This design comes from an exercise in tuning for small area, a short achievable clock period and few clock cycles on the open sky130 flow, not from production work.
Function was checked by simulation only, so behaviour that the tests miss may differ from the original.
Power is estimated from default activity; no workload was simulated.

==> flow/design.v <==
module core_alu #(
  parameter int W = 8
) (
  input  logic [3:0]   op,
  input  logic [W-1:0] a,
  input  logic [W-1:0] b,
  output logic [W-1:0] res,
  output logic         we
);
  localparam logic [3:0] OP_ADD = 4'h1;
  localparam logic [3:0] OP_SUB = 4'h2;
  localparam logic [3:0] OP_MUL = 4'h3;
  localparam logic [3:0] OP_AND = 4'h4;
  localparam logic [3:0] OP_OR  = 4'h5;
  localparam logic [3:0] OP_XOR = 4'h6;
  always_comb begin
    res = '0;
    we  = 1'b1;
    case (op)
      OP_ADD: res = a + b;
      OP_SUB: res = a - b;
      OP_MUL: res = a * b;
      OP_AND: res = a & b;
      OP_OR:  res = a | b;
      OP_XOR: res = a ^ b;
      default: we = 1'b0;
    endcase
  end
endmodule
module core #(
  parameter int REG_SIZE   = 8,
  parameter int ADDR_SIZE  = 8,
  parameter int INSN_SIZE  = 16,
  parameter int INSN_COUNT = 16
) (
  input  logic                            clk,
  input  logic                            reset,
  input  logic                            init_R0_flag,
  input  logic [REG_SIZE-1:0]             init_R0_data,
  input  logic [INSN_SIZE*INSN_COUNT-1:0] insn_data,
  input  logic                            Start,
  output logic                            Ready,
  output logic [1:0]                      enable_M,
  output logic [ADDR_SIZE-1:0]            addr_M,
  output logic [REG_SIZE-1:0]             wr_data_M,
  input  logic [REG_SIZE-1:0]             rd_data_M,
  input  logic                            ready_M
);
  localparam int PCW = $clog2(INSN_COUNT);
  localparam logic [3:0] OP_SET  = 4'h7;
  localparam logic [3:0] OP_LD   = 4'h8;
  localparam logic [3:0] OP_ST   = 4'h9;
  localparam logic [3:0] OP_BNZ  = 4'hA;
  localparam logic [3:0] OP_STOP = 4'hF;
  localparam logic [1:0] MEM_IDLE = 2'b00;
  localparam logic [1:0] MEM_RD   = 2'b01;
  localparam logic [1:0] MEM_WR   = 2'b10;
  localparam logic S_IDLE = 1'b0;
  localparam logic S_RUN  = 1'b1;
  logic                                  state_q, state_d;
  logic [PCW-1:0]                        pc_q, pc_d;
  logic [INSN_COUNT-1:0][INSN_SIZE-1:0]  buf_q, buf_d;
  logic [15:0][REG_SIZE-1:0]             regs_q, regs_d;
  logic [INSN_SIZE-1:0] insn;
  logic [3:0]           op, rd, rs0, rs1;
  logic [7:0]           imm;
  logic [REG_SIZE-1:0]  a_val, b_val, alu_res;
  logic                 alu_we, is_ld, is_st, advance, take_br;
  assign insn  = buf_q[pc_q];
  assign op    = insn[15:12];
  assign rd    = insn[11:8];
  assign rs0   = insn[7:4];
  assign rs1   = insn[3:0];
  assign imm   = insn[7:0];
  assign a_val = regs_q[rs0];
  assign b_val = regs_q[rs1];
  assign is_ld = (state_q == S_RUN) && (op == OP_LD);
  assign is_st = (state_q == S_RUN) && (op == OP_ST);
  assign Ready = (state_q == S_IDLE);
  core_alu #(.W(REG_SIZE)) u_alu (
    .op (op),
    .a  (a_val),
    .b  (b_val),
    .res(alu_res),
    .we (alu_we)
  );
  assign enable_M  = is_ld ? MEM_RD : (is_st ? MEM_WR : MEM_IDLE);
  assign addr_M    = is_ld ? ADDR_SIZE'(a_val)
                   : (is_st ? ADDR_SIZE'(regs_q[rd]) : '0);
  assign wr_data_M = is_st ? a_val : '0;
  always_comb begin
    state_d = state_q;
    pc_d    = pc_q;
    buf_d   = buf_q;
    regs_d  = regs_q;
    advance = 1'b0;
    take_br = 1'b0;
    case (state_q)
      S_IDLE: begin
        if (init_R0_flag) regs_d[0] = init_R0_data;
        if (Start) begin
          buf_d   = insn_data;
          pc_d    = '0;
          state_d = S_RUN;
        end
      end
      default: begin
        advance = !((is_ld || is_st) && !ready_M);
        take_br = (op == OP_BNZ) && (regs_q[rd] != '0);
        if (alu_we) regs_d[rd] = alu_res;
        if (op == OP_SET) regs_d[rd] = REG_SIZE'(imm);
        if (is_ld && ready_M) regs_d[rd] = rd_data_M;
        if (advance) begin
          pc_d = take_br ? imm[PCW-1:0] : pc_q + 1'b1;
          if ((op == OP_STOP) || (!take_br && pc_q == PCW'(INSN_COUNT-1))) begin
            state_d = S_IDLE;
            pc_d    = '0;
          end
        end
      end
    endcase
  end
  always_ff @(posedge clk) begin
    if (reset) begin
      state_q <= S_IDLE;
      pc_q    <= '0;
      buf_q   <= '0;
      regs_q  <= '0;
    end else begin
      state_q <= state_d;
      pc_q    <= pc_d;
      buf_q   <= buf_d;
      regs_q  <= regs_d;
    end
  end
endmodule
==> flow/run.sh <==
#!/bin/bash
# synth_recipe.tcl (not shown) runs the flow's synth.tcl, then flattens the netlist and writes it again
# the make line also repeats each setting of config.mk as NAME=value (left out here)
make -C /OpenROAD-flow-scripts/flow DESIGN_CONFIG=/design/flow/config.mk WORK_HOME=/design/flow/orfs CLKGATE_MAP_FILE= SYNTH_SCRIPT=/design/flow/synth_recipe.tcl finish
==> flow/config.mk <==
export PLATFORM = sky130hd
export DESIGN_NAME = core
export DESIGN_NICKNAME = core
export VERILOG_FILES = /design/flow/design.v
export SDC_FILE = /design/flow/constraint.sdc
export NUM_CORES = 4
export LEC_CHECK = 0
export CAP_MARGIN = 20
export CORE_MARGIN = 2
export CORE_UTILIZATION = 40
export SLEW_MARGIN = 20
==> flow/constraint.sdc <==
create_clock -name core_clock -period 10.0 [get_ports {clk}]
set_input_delay 2.0000 -clock core_clock [delete_from_list [all_inputs] [get_ports {clk}]]
set_output_delay 2.0000 -clock core_clock [all_outputs]
set_load 0.01 [all_outputs]
==> metrics.cfg <==
[setup_path]
crit_buf_inv = 5
cpLargestDelayFamily = adder cells
crit_path_end_kind = flop
slowest_stage = nand3_1
path_max_fanout = 16
startpoint_type = flop
max_stage_delay_ns = 0.67
cpMostUsedCell = fa_1
r2r-start = pc_q[1]
arrival_ns = 9.07
cp-startpoint = pc_q[1]
required_ns = 10.50
path_class = reg -> reg

[detailed_routing]
drt_iter0_drc = 2479
antenna_left = 0
post-route-drc-count = 0
dr.pass1.iters = 6
wire_per_inst_um = 26.0
vias = 22200
vias_per_cell = 6.02
drt-total-wl_mm = 96.1

[die]
die_h_um = 240
num_rows = 86
coreArea_mm2 = 0.0552
ios = 296
initial_core_util = 0.405
dieWidth_um = 240
dieArea_mm2 = 0.0578

[global_route]
track_usage = 0.329
grt_pass1_vias = 21700
grt_pass1_wl_mm = 141
grt-ovfl-total = 0
antenna_found_initial = 1
grt_max_degree = 256

[timing]
rsz0062_at_grt = no
finClkSkew_ns = 0.0248
slew_headroom = 0.227
finalCritPeriodShare = 0.857
setup_viol_count_final = 0
hold_viol = 0
timing.setup.tns_ns = 0
finalCriticalPeriod_ns = 8.57
fmax_mhz = 117
slew_violations = 0
worst_pin_slew_ns = 1.16
worst_slack_ns = 1.43

[yosys]
yosysSeqAreaShare = 0.349
synth.top_cell.area_share = 0.349
yosys_warnings = 2
syn_area_per_cell_um2 = 8.19
synthesis.area_mm2 = 0.0223
synth-seq-cells = 389
syn_inst = 2729
syn-num-nets = 3062
synth_edf_count = 0
yosysTopAreaCell = dfxtp_1
synth_common_cells = nand2_1 (658), dfxtp_1 (389), a21oi_1 (302), nor2_1 (248), clkbuf_1 (142)
ys_async_sr_fraction = 0
synth-main-ff-cell = dfxtp_1
yosysMostFrequentCell = nand2_1
ys_types = 87
synth_area_leaders = dfxtp_1 (35%), nand2_1 (11%), mux4_2 (10%), a21oi_1 (6.8%), mux2i_1 (4.5%)

[clock_network]
cts-root-buf = clkbuf_16
cts_sinks = 389
cts_max_path_buffers = 3
post_cts_buffers = 0
h-tree-depth = 2
clkSlewWorstSetupHoldPaths_ns = 0.06
cts_tree = built
post_cts_resized = 0
cts_hold_buf = 0
cts_buffers = 44
worstSkewPairLatency_ns = 0.60

[flow_run]
drv_cap = 0

[worst_hold_path]
min_path_type = reg -> reg
hold_path.startpoint = buf_q[106]

[final_layout]
fillCellCount = 5385
diodes = 0
layout-drive-gt1-share = 0.0887
syn_to_final_growth_pct = 21.6
fin_nets = 3243

[placed_design]
globalplace.congestion = 0.986
pre_cts_slack_ns = 1.45
io_buffer_count = 295
place_hpwl_mm = 71.3

[power_and_ir_drop]
vdd_drop_max_mv = 0.106
power.density_mw_per_mm2 = 164
power.leakage_nw = 9.60

[status]
run_status = finished clean

-- through the flow --
stage / power (mW) / hold WS [ns] / cells / cell area, um2 / utilization
final: 4.46 / 0.451 / 3691 / 27200 / 0.492
after global routing: 4.62 / 0.469 / 3691 / 27200 / 0.492
after CTS: 4.46 / 0.454 / 3689 / 27100 / 0.492
after detailed placement: 2.89 / 0.446 / 3610 / 25700 / 0.466
after global placement: 2.88 / 0.439 / 3610 / 25700 / 0.466
after floorplan: 2.41 / 0.433 / 2729 / 22300 / -
-- flip-flops by register name (all words and copies together), names as in the netlist --
signal,flops
buf_q,256
pc_q,4
regs_q,128
state_q,1
-- power breakdown --
group | switching [mW] | internal [mW] | leakage [nW] | total (mW)
logic | 0.734 | 0.449 | 5.74 | 1.18
registers | 0.0650 | 1.62 | 3.18 | 1.69
clock network | 0.696 | 0.888 | 0.686 | 1.58
-- logic make-up after synthesis --
| logic type | share of synthesized area |
|---|---|
| mux | 0.153 |
| compound gates | 0.193 |
| simple gates | 0.204 |
| xor+xnor | 0.0118 |
| buf+inv | 0.0530 |
| fa+ha+maj | 0.0357 |
| flops | 0.349 |
-- cell usage in the layout, fill, tap and decap left out, types with 43 or more instances in the layout --
master and count:
o21ai_0 54, dfxtp_1 386, ha_1 43, nand2_1 657, mux2i_1 99, clkdlybuf4s50_1 294
a21oi_1 302, a22oi_1 124, nand3_1 59, inv_1 65, nor2_1 242, mux4_2 100
clkbuf_16 44
-- routing by layer --
metal | wire [um] | GRT usage | share of wire
met3 | 7280 | 0.0630 | 0.076
met4 | 5880 | 0.179 | 0.061
met1 | 38600 | 0.414 | 0.40
met2 | 44400 | 0.534 | 0.46
met5 | 13 | 0 | 0.00014
-- cell type report --
cell class              instances  area, um2  area share
clock buffers                  64       1270      0.0466
multi-input cells            2065      13400       0.494
clock inverters                15        131     0.00484
repair buffers                341       3360       0.124
well taps                     748        936      0.0344
inverters                      69        259     0.00953
flip-flops and latches        389       7790       0.287
-- worst paths after layout --
kind                       to  slack [ns]  cells after the start
hold reg to reg    buf_q[106]        0.45                      2
setup reg to reg  regs_q[127]        1.43                     25
setup / recovery  regs_q[127]        1.43                     25
hold / removal     buf_q[106]        0.45                      2
-- worst min-delay path, delay by kind of cell, from the launching register on --
| family | cells | cell delay (ns) |
|---|---|---|
| flops | 1 | 0.30 |
| compound gates | 1 | 0.05 |
| simple gates | 1 | 0.05 |
Testbench counts, summed over its fixed seeds: cycles 8,208.

==> re-timing with driven ports <==
The flow's constraints put no driver on any port. The routed layout listed below was extracted and timed again, unchanged, in two steps. Step 1 (the two cells are an assumption about what drives the block):
set clk [get_ports {clk}]
set_driving_cell -lib_cell sky130_fd_sc_hd__clkbuf_16 $clk
set_driving_cell -lib_cell sky130_fd_sc_hd__buf_2 [delete_from_list [all_inputs] $clk]
Step 2 also shifts input and output timing later by t, the mid clock arrival at the registers, as if the neighbouring blocks saw the same clock. Slacks: ideal ports / drivers / drivers and shift; pairs: ideal ports / drivers.
t, ns: 0.655
setup slack, ns: 1.432 / 1.432 / 1.432
worst setup path after step 2: register to register
latest minus earliest clock arrival (ns): 0.025 / 0.025
After both steps setup and hold are still met in this run. The setup slack of this run moves by 0.000 ns with the drivers and by 0.000 ns with both steps.
